From an optimization exercise on the open Yosys and OpenROAD flow, aimed at small area, a short achievable clock period and few clock cycles per item; shortcuts taken in it are not production practice.
Only simulation tests tie the RTL to the original design; equivalence was not proved.
Power is estimated from default activity; no workload was simulated.

==> design.v <==
`timescale 1ns / 1ps
package fslt_pkg;
  localparam int TABLE_ENTRIES = 64;
  localparam int IDX_W  = (TABLE_ENTRIES > 1) ? $clog2(TABLE_ENTRIES) : 1;
  localparam int USED_W = $clog2(TABLE_ENTRIES + 1);
  localparam int KEY_W  = 32;
  localparam int CNT_W  = 16;
  localparam int TIME_W = 32;
  localparam int OUTCOME_W = 3;
  localparam int INDEX_OUT_W = 6;
  localparam int UNIQUE_W = 7;
  localparam int CFG_IDX_W = 1;
  localparam int CFG_DATA_W = 32;
  localparam logic [CNT_W-1:0] CNT_MAX  = '1;
  localparam logic [TIME_W-1:0] TIME_MAX = '1;
  localparam logic [CNT_W-1:0]  LOCK_LIMIT_RESET = 16'd3;
  localparam logic [TIME_W-1:0] LOCK_SPAN_RESET  = 32'd300;
  localparam logic [CFG_IDX_W-1:0] REG_LOCK_LIMIT = 1'd0;
  localparam logic [CFG_IDX_W-1:0] REG_LOCK_SPAN  = 1'd1;
  localparam logic [OUTCOME_W-1:0] OC_IGNORED   = 3'd0;
  localparam logic [OUTCOME_W-1:0] OC_COUNTED   = 3'd1;
  localparam logic [OUTCOME_W-1:0] OC_NEW_BLOCK = 3'd2;
  localparam logic [OUTCOME_W-1:0] OC_BLOCKED   = 3'd3;
  localparam logic [OUTCOME_W-1:0] OC_FULL      = 3'd4;
  typedef enum logic [1:0] {
    ST_IDLE,
    ST_MATCH,
    ST_UPDATE
  } state_t;
  typedef struct packed {
    logic              match_en;
    logic [KEY_W-1:0]  key;
    logic [USED_W-1:0] used;
  } cell_query_t;
  typedef struct packed {
    logic              en;
    logic [IDX_W-1:0]  idx;
    logic [KEY_W-1:0]  key;
    logic [CNT_W-1:0]  count;
    logic [TIME_W-1:0] lock_end;
  } cell_wr_t;
  typedef struct packed {
    logic              hit;
    logic [IDX_W-1:0]  idx;
    logic [CNT_W-1:0]  count;
    logic [TIME_W-1:0] lock_end;
  } cell_rd_t;
endpackage
`timescale 1ns / 1ps
module fslt_cell (
  input  logic                      clk,
  input  logic                      rst,
  input  logic [fslt_pkg::IDX_W-1:0] cell_idx,
  input  fslt_pkg::cell_query_t     query,
  input  fslt_pkg::cell_wr_t        wr,
  input  fslt_pkg::cell_rd_t        rd_in,
  output fslt_pkg::cell_rd_t        rd_out,
  output logic                      hit
);
  logic [fslt_pkg::KEY_W-1:0]  key;
  logic [fslt_pkg::CNT_W-1:0]  count;
  logic [fslt_pkg::TIME_W-1:0] lock_end;
  logic                        occupied;
  assign occupied = fslt_pkg::USED_W'(cell_idx) < query.used;
  always_ff @(posedge clk) begin
    if (rst) begin
      hit <= 1'b0;
    end else if (query.match_en) begin
      hit <= occupied && (key == query.key);
    end
  end
  always_ff @(posedge clk) begin
    if (wr.en && (wr.idx == cell_idx)) begin
      key      <= wr.key;
      count    <= wr.count;
      lock_end <= wr.lock_end;
    end
  end
  always_comb begin
    rd_out.hit      = rd_in.hit | hit;
    rd_out.idx      = rd_in.idx      | (hit ? cell_idx : '0);
    rd_out.count    = rd_in.count    | (hit ? count : '0);
    rd_out.lock_end = rd_in.lock_end | (hit ? lock_end : '0);
  end
endmodule
`timescale 1ns / 1ps
module fslt_array (
  input  logic                  clk,
  input  logic                  rst,
  input  fslt_pkg::cell_query_t query,
  input  fslt_pkg::cell_wr_t    wr,
  output fslt_pkg::cell_rd_t    rd
);
  localparam int RD_W = 1 + fslt_pkg::IDX_W + fslt_pkg::CNT_W + fslt_pkg::TIME_W;
  logic [(fslt_pkg::TABLE_ENTRIES+1)*RD_W-1:0] chain;
  logic [fslt_pkg::TABLE_ENTRIES-1:0]   hit_vec;
  assign chain[RD_W-1:0] = '0;
  for (genvar i = 0; i < fslt_pkg::TABLE_ENTRIES; i++) begin : g_cell
    fslt_cell u_cell (
      .clk      (clk),
      .rst      (rst),
      .cell_idx (fslt_pkg::IDX_W'(i)),
      .query    (query),
      .wr       (wr),
      .rd_in    (chain[i*RD_W +: RD_W]),
      .rd_out   (chain[(i+1)*RD_W +: RD_W]),
      .hit      (hit_vec[i])
    );
  end
  assign rd = chain[fslt_pkg::TABLE_ENTRIES*RD_W +: RD_W];
endmodule
`timescale 1ns / 1ps
module failed_source_lockout_table (
  input  logic                                clk,
  input  logic                                rst,
  input  logic                                in_valid,
  output logic                                in_ready,
  input  logic [fslt_pkg::KEY_W-1:0]          source_addr,
  input  logic                                is_failure,
  input  logic [fslt_pkg::TIME_W-1:0]         now_time,
  input  logic                                last_event,
  output logic                                out_valid,
  input  logic                                out_ready,
  output logic [fslt_pkg::OUTCOME_W-1:0]      outcome,
  output logic [fslt_pkg::INDEX_OUT_W-1:0]    entry_index,
  output logic [fslt_pkg::CNT_W-1:0]          fail_total,
  output logic [fslt_pkg::UNIQUE_W-1:0]       unique_count,
  output logic                                last_result,
  input  logic                                cfg_we,
  input  logic [fslt_pkg::CFG_IDX_W-1:0]      cfg_index,
  input  logic [fslt_pkg::CFG_DATA_W-1:0]     cfg_data
);
  fslt_pkg::state_t state, state_next;
  logic [fslt_pkg::CNT_W-1:0]  lock_limit;
  logic [fslt_pkg::TIME_W-1:0] lock_span;
  logic [fslt_pkg::KEY_W-1:0]  q_addr;
  logic                        q_fail;
  logic [fslt_pkg::TIME_W-1:0] q_now;
  logic                        q_last;
  logic [fslt_pkg::TIME_W-1:0] until_sat;
  logic [fslt_pkg::USED_W-1:0] used, used_next;
  logic in_take;
  logic out_free;
  logic commit;
  fslt_pkg::cell_query_t query;
  fslt_pkg::cell_wr_t    wr;
  fslt_pkg::cell_rd_t    rd;
  logic                        found;
  logic                        has_room;
  logic                        new_entry;
  logic [fslt_pkg::IDX_W-1:0]  slot;
  logic [fslt_pkg::CNT_W-1:0]  cur_cnt;
  logic [fslt_pkg::TIME_W-1:0] cur_until;
  logic                        still_blocked;
  logic [fslt_pkg::CNT_W-1:0]  cnt_inc;
  logic                        reach;
  logic [fslt_pkg::USED_W-1:0] used_after;
  logic [fslt_pkg::OUTCOME_W-1:0] res_outcome;
  logic [fslt_pkg::INDEX_OUT_W-1:0] res_index;
  logic [fslt_pkg::CNT_W-1:0]  res_total;
  logic [fslt_pkg::TIME_W:0]   sum_wide;
  always_ff @(posedge clk) begin
    if (rst) begin
      lock_limit <= fslt_pkg::LOCK_LIMIT_RESET;
      lock_span  <= fslt_pkg::LOCK_SPAN_RESET;
    end else if (cfg_we) begin
      unique case (cfg_index)
        fslt_pkg::REG_LOCK_LIMIT: lock_limit <= cfg_data[fslt_pkg::CNT_W-1:0];
        fslt_pkg::REG_LOCK_SPAN:  lock_span  <= cfg_data[fslt_pkg::TIME_W-1:0];
      endcase
    end
  end
  always_ff @(posedge clk) begin
    if (rst) begin
      state <= fslt_pkg::ST_IDLE;
    end else begin
      state <= state_next;
    end
  end
  assign out_free = !out_valid || out_ready;
  always_comb begin
    state_next = state;
    in_ready   = 1'b0;
    commit     = 1'b0;
    unique case (state)
      fslt_pkg::ST_IDLE: begin
        in_ready = 1'b1;
        if (in_valid) begin
          state_next = fslt_pkg::ST_MATCH;
        end
      end
      fslt_pkg::ST_MATCH: begin
        state_next = fslt_pkg::ST_UPDATE;
      end
      fslt_pkg::ST_UPDATE: begin
        if (out_free) begin
          commit   = 1'b1;
          in_ready = 1'b1;
          state_next = in_valid ? fslt_pkg::ST_MATCH : fslt_pkg::ST_IDLE;
        end
      end
      default: begin
        state_next = fslt_pkg::ST_IDLE;
      end
    endcase
  end
  assign in_take = in_valid && in_ready;
  always_ff @(posedge clk) begin
    if (in_take) begin
      q_addr <= source_addr;
      q_fail <= is_failure;
      q_now  <= now_time;
      q_last <= last_event;
    end
  end
  assign sum_wide = {1'b0, q_now} + {1'b0, lock_span};
  always_ff @(posedge clk) begin
    if (state == fslt_pkg::ST_MATCH) begin
      until_sat <= sum_wide[fslt_pkg::TIME_W] ? fslt_pkg::TIME_MAX
                                              : sum_wide[fslt_pkg::TIME_W-1:0];
    end
  end
  assign query.match_en = (state == fslt_pkg::ST_MATCH);
  assign query.key      = q_addr;
  assign query.used     = used;
  fslt_array u_array (
    .clk   (clk),
    .rst   (rst),
    .query (query),
    .wr    (wr),
    .rd    (rd)
  );
  always_comb begin
    found         = rd.hit;
    has_room      = used < fslt_pkg::USED_W'(fslt_pkg::TABLE_ENTRIES);
    new_entry     = q_fail && !found && has_room;
    slot          = found ? rd.idx : used[fslt_pkg::IDX_W-1:0];
    cur_cnt       = found ? rd.count : '0;
    cur_until     = found ? rd.lock_end : '0;
    still_blocked = cur_until > q_now;
    cnt_inc       = (cur_cnt == fslt_pkg::CNT_MAX) ? cur_cnt
                                                   : cur_cnt + fslt_pkg::CNT_W'(1);
    reach         = cnt_inc >= lock_limit;
    used_after    = new_entry ? used + fslt_pkg::USED_W'(1) : used;
    res_outcome = fslt_pkg::OC_IGNORED;
    res_index   = '0;
    res_total   = '0;
    if (q_fail) begin
      if (!found && !has_room) begin
        res_outcome = fslt_pkg::OC_FULL;
      end else if (still_blocked) begin
        res_outcome = fslt_pkg::OC_BLOCKED;
        res_index   = fslt_pkg::INDEX_OUT_W'(slot);
        res_total   = cur_cnt;
      end else begin
        res_outcome = reach ? fslt_pkg::OC_NEW_BLOCK : fslt_pkg::OC_COUNTED;
        res_index   = fslt_pkg::INDEX_OUT_W'(slot);
        res_total   = cnt_inc;
      end
    end
    wr.en       = commit && q_fail && (found || has_room) && !still_blocked;
    wr.idx      = slot;
    wr.key      = q_addr;
    wr.count    = cnt_inc;
    wr.lock_end = reach ? until_sat : cur_until;
    used_next = used;
    if (commit) begin
      used_next = q_last ? '0 : used_after;
    end
  end
  always_ff @(posedge clk) begin
    if (rst) begin
      used <= '0;
    end else begin
      used <= used_next;
    end
  end
  always_ff @(posedge clk) begin
    if (rst) begin
      out_valid <= 1'b0;
    end else if (commit) begin
      out_valid <= 1'b1;
    end else if (out_ready) begin
      out_valid <= 1'b0;
    end
  end
  always_ff @(posedge clk) begin
    if (commit) begin
      outcome      <= res_outcome;
      entry_index  <= res_index;
      fail_total   <= res_total;
      unique_count <= fslt_pkg::UNIQUE_W'(used_after);
      last_result  <= q_last;
    end
  end
endmodule
==> run.sh <==
#!/bin/bash
# synth_recipe.tcl (not shown) runs the flow's synth.tcl, then flattens the netlist and writes it again
# the make line also repeats each setting of config.mk as NAME=value (left out here)
make -C /OpenROAD-flow-scripts/flow DESIGN_CONFIG=/design/flow/config.mk WORK_HOME=/design/flow/orfs CLKGATE_MAP_FILE= SYNTH_SCRIPT=/design/flow/synth_recipe.tcl finish
==> config.mk <==
export PLATFORM = sky130hd
export DESIGN_NAME = failed_source_lockout_table
export DESIGN_NICKNAME = failed_source_lockout_table
export VERILOG_FILES = /design/flow/design.v
export SDC_FILE = /design/flow/constraint.sdc
export NUM_CORES = 4
export LEC_CHECK = 0
export CAP_MARGIN = 20
export CORE_MARGIN = 2
export CORE_UTILIZATION = 40
export SLEW_MARGIN = 20
==> constraint.sdc <==
create_clock -name core_clock -period 10.0 [get_ports {clk}]
set_input_delay 2.0000 -clock core_clock [delete_from_list [all_inputs] [get_ports {clk}]]
set_output_delay 2.0000 -clock core_clock [all_outputs]
set_load 0.01 [all_outputs]
==> out/results.tsv <==
metric	value	unit
post-synth design cell area	207000	um2
latest clock arrival within the worst-skew pair	1.11	ns
Setup CP Type	reg -> reg	
endpoints failing hold	0	
largest area contributor in the netlist	edfxtp_1	
H-tree levels	6	
drt initial violations	24861	
Arr. time, crit path	9.28	ns
Top FF cell, synth	edfxtp_1	
R2R Path End	u_array.g_cell[45].u_cell.lock_end[13]$_DFFE_PP_	
post-route ant nets	0	
routability congestion estimate	0.889	
DR WL met3	110000	um
worst slew pin tran	1.31	ns
Worst setup EP type	flip-flop	
count leader, synth	edfxtp_1	
# IOs	139	
Max Slew Vio Count	0	
vias in the first global route	115359	
CTS clk-pin slew, worst paths	0.06	ns
share of cells above drive strength 1	11.6	%
# setup viols final	0	
Global Route Usage Sum	28.3	%
Slew HR	12.4	%
largest net degree at the start of global routing	81	
final wirelength	763000	um
WL met2	320000	um
Tightest Hold Check Type	reg -> reg	
FFs w/ async S/R, synth	0	%
RSZ-0062 raised after global routing	false	
PD cells	194	nW/um2
syn nets	11851	
Final min period	8.57	ns
Synth top area share	76.3	%
highest routed layer	met5	
Worst setup SP type	flip-flop	
Die ar.	522000	um2
syn_area_per_cell	17.7	um2
Setup Skew	0.0883	ns
Hold Buf Count CTS	0	
peak supply drop	0.000181	V
Overflow after GRT	0	
Area Growth Syn to Fin	15.1	%
CP max FO	64	
metal1 wirelength	282000	um
hold_sp	lock_limit[11]$_SDFFE_PP0P_	
WHS Path Cells	2	
Seq/Total Area, Yosys	77.5	%
Hold Path Sink	lock_limit[11]$_SDFFE_PP0P_	
Vias/cell	6.43	
Register Area	160000	um2
total number of vias	126045	
Slowest cell on crit path	dfxtp_4	
reg-to-reg slack, setup	1.43	ns
critical path, cell by cell	buf_4 > a221oi_1 > nand4_1 > or4_1 > nand4_2 > nor3_2 > nand2_1 > xnor2_1 > ha_1 > nand2b_1 > a21o_1 > a21o_1 > a21o_1 > a21o_1 > a21o_1 > a211o_1 > a21oi_4 > buf_4 > mux2_2	
status	finished clean	
WL per Instance	38.9	um
post_cts resized	0	
FF+latch count, synth	5373	
CP delay by family, top	compound AO/OA/AOI/OAI gates	
Post-CTS Setup Repair Bufs	0	
total of max-cap violations	0	
Fillers	43290	
EDFF count, synth	5251	
DR DRC count	0	
Post-Syn Instances	11664	
top cells by count, synth	edfxtp_1, xor2_1, a221oi_1	
Reg2Reg Depth	19	
Distinct cells, synth	79	
Worst Path Required	10.71	ns
Leakage	77.0	nW
num rows	263	
CP most frequent cell	a21o_1	
port bufs	138	
pre-CTS WS	1.98	ns
number of CTS-inserted buffers	555	
period utilization	85.7	%
final HPWL from detailed placement	429000	um
clk buf depth	4	
WHS	0.457	ns
multi-input logic area	44600	um2
Initial DRT Pass Iterations	7	
Setup WS post-layout	1.43	ns
CTS tree	yes	
first-pass GRT wire length	1010000	um
Initial Util	40.2	%
Area contributors post-synth	edfxtp_1, xor2_1, a221oi_1	
core area	514000	um2
Buf/Inv on CP	2	
achievable frequency	117	MHz
initial antenna violation count	40	
root buf cell	clkbuf_16	
Die Wd	723	um
die height	723	um
Final nets	12431	
Fin Setup TNS	0	ns
Synth Warn #	2	
CP max stage delay	1.03	ns
CTS Sinks	5373	
worst r2r src	u_array.g_cell[15].u_cell.hit$_SDFFE_PP0N_	
[per-stage QoR]
step	total power [mW]	cell area [um2]	instances	util, %
after floorplan	25.9	207000	11664	-
after global placement	26.4	220000	18565	42.8
after detailed placement	26.4	220000	18572	42.9
after CTS	46.3	238000	19569	46.3
after global routing	47.3	238000	19575	46.3
final	46.2	238000	19604	46.3
[power by group]
group	total (mW)	switching, mW	leakage [nW]	internal, mW
clock network	20.3	8.79	8.48	11.5
registers	24.6	0.0482	49.1	24.6
logic	1.33	0.930	19.4	0.395
total	46.2	9.76	77.0	36.5
[registers in the layout, summed over array words and instances (netlist names), 2 cells and up]
signal / count
u_array.g_cell.u_cell.lock_end: 2048
lock_span: 32
q_addr: 32
entry_index: 6
used: 7
u_array.g_cell.u_cell.hit: 64
fail_total: 16
lock_limit: 16
q_now: 32
u_array.g_cell.u_cell.key: 2048
unique_count: 7
u_array.g_cell.u_cell.count: 1024
state: 2
until_sat: 32
outcome: 3
[tightest hold or removal path, stage by stage, from the launching register on]
cell     delay [ns]
dfxtp_1        0.31
nand2_1        0.05
a21oi_1        0.05
[area by class of cell]
class | count | area share [%]
sequential | 5373 | 67.4
multi-input combinational | 5585 | 18.7
clock buffer | 714 | 6.29
tap | 6890 | 3.63
timing repair buffer | 647 | 2.71
clock inverter | 283 | 1.03
inverter | 82 | 0.130
antenna | 30 | 0.0316
[how the worst max path moves through the flow]
| stage | startpoint | to | slack [ns] | cells past startpoint |
|---|---|---|---|---|
| floorplan | u_array.g_cell[23].u_cell.hit$_SDFFE_PP0N_ | u_array.g_cell[0].u_cell.lock_end[0]$_DFFE_PP_ | 1.24 | 21 |
| global placement | u_array.g_cell[9].u_cell.hit$_SDFFE_PP0N_ | u_array.g_cell[48].u_cell.key[31]$_DFFE_PP_ | 1.40 | 16 |
| detailed placement | u_array.g_cell[15].u_cell.hit$_SDFFE_PP0N_ | u_array.g_cell[36].u_cell.lock_end[8]$_DFFE_PP_ | 1.98 | 19 |
| CTS | u_array.g_cell[15].u_cell.hit$_SDFFE_PP0N_ | u_array.g_cell[29].u_cell.lock_end[9]$_DFFE_PP_ | 1.90 | 19 |
| global route | u_array.g_cell[6].u_cell.hit$_SDFFE_PP0N_ | u_array.g_cell[25].u_cell.lock_end[13]$_DFFE_PP_ | 1.29 | 20 |
| finish | u_array.g_cell[15].u_cell.hit$_SDFFE_PP0N_ | u_array.g_cell[45].u_cell.lock_end[13]$_DFFE_PP_ | 1.43 | 19 |
[cells by family after synthesis]
group / synth area share [%]
flops: 77.5
xor+xnor: 8.85
compound gates: 7.49
simple gates: 4.10
buf+inv: 1.36
fa+ha+maj: 0.506
mux: 0.211
[placed cells by master, fill, tap and decap left out, types with 10 or more instances in the layout]
cell type	instances
a211oi_1	10
a21o_1	29
a21oi_1	162
a221oi_1	758
a22o_1	759
a22oi_1	19
buf_12	90
buf_4	411
bufinv_16	35
clkbuf_1	135
clkbuf_16	576
clkdlybuf4s50_1	137
clkinv_1	119
clkinv_2	74
clkinv_8	11
clkinvlp_4	14
dfxtp_1	57
dfxtp_4	64
diode_2	30
edfxtp_1	5251
ha_1	82
inv_1	79
inv_6	26
mux2_2	19
mux2_4	14
nand2_1	223
nand2b_1	12
nand3_1	54
nand4_1	408
nor2_1	123
nor2_4	65
nor2b_1	12
nor3_1	35
nor4_1	456
o2111ai_1	17
o21ai_0	29
or3_1	10
or4_1	58
xnor2_1	500
xor2_1	1577
[per-layer routing]
metal  vias to the layer above  GRT usage, %
met2                     11354          41.0
met3                      2386          7.71
li1                      47966             -
met5                         -             0
met1                     64321          38.8
met4                        18          14.9
Testbench counts, summed over its fixed seeds: cycles 24,016, items 12,000.

[separate check: timing with driven ports]
No port has a modelled driver above. Below, the same layout with a new extraction and two added sets of constraints. Step 1 sets driving cells, clkbuf_16 on the clock port and buf_2 on the other inputs (assumed; they add their load-dependent delay and slew). Step 2 also shifts input and output timing later by t, the mid clock arrival at the registers, as if the neighbouring blocks saw the same clock. a / b / c = ideal ports / drivers / drivers and shift; a / b = the first two.
t (ns): 1.179
setup WS [ns]: 1.433 / 1.433 / 1.433
worst setup path at the end: register to register
latest minus earliest clock arrival (ns): 0.088 / 0.088
After both steps this run still meets setup and hold. For this run, drivers alone change the setup slack by 0.000 ns; drivers and shift together by 0.000 ns.
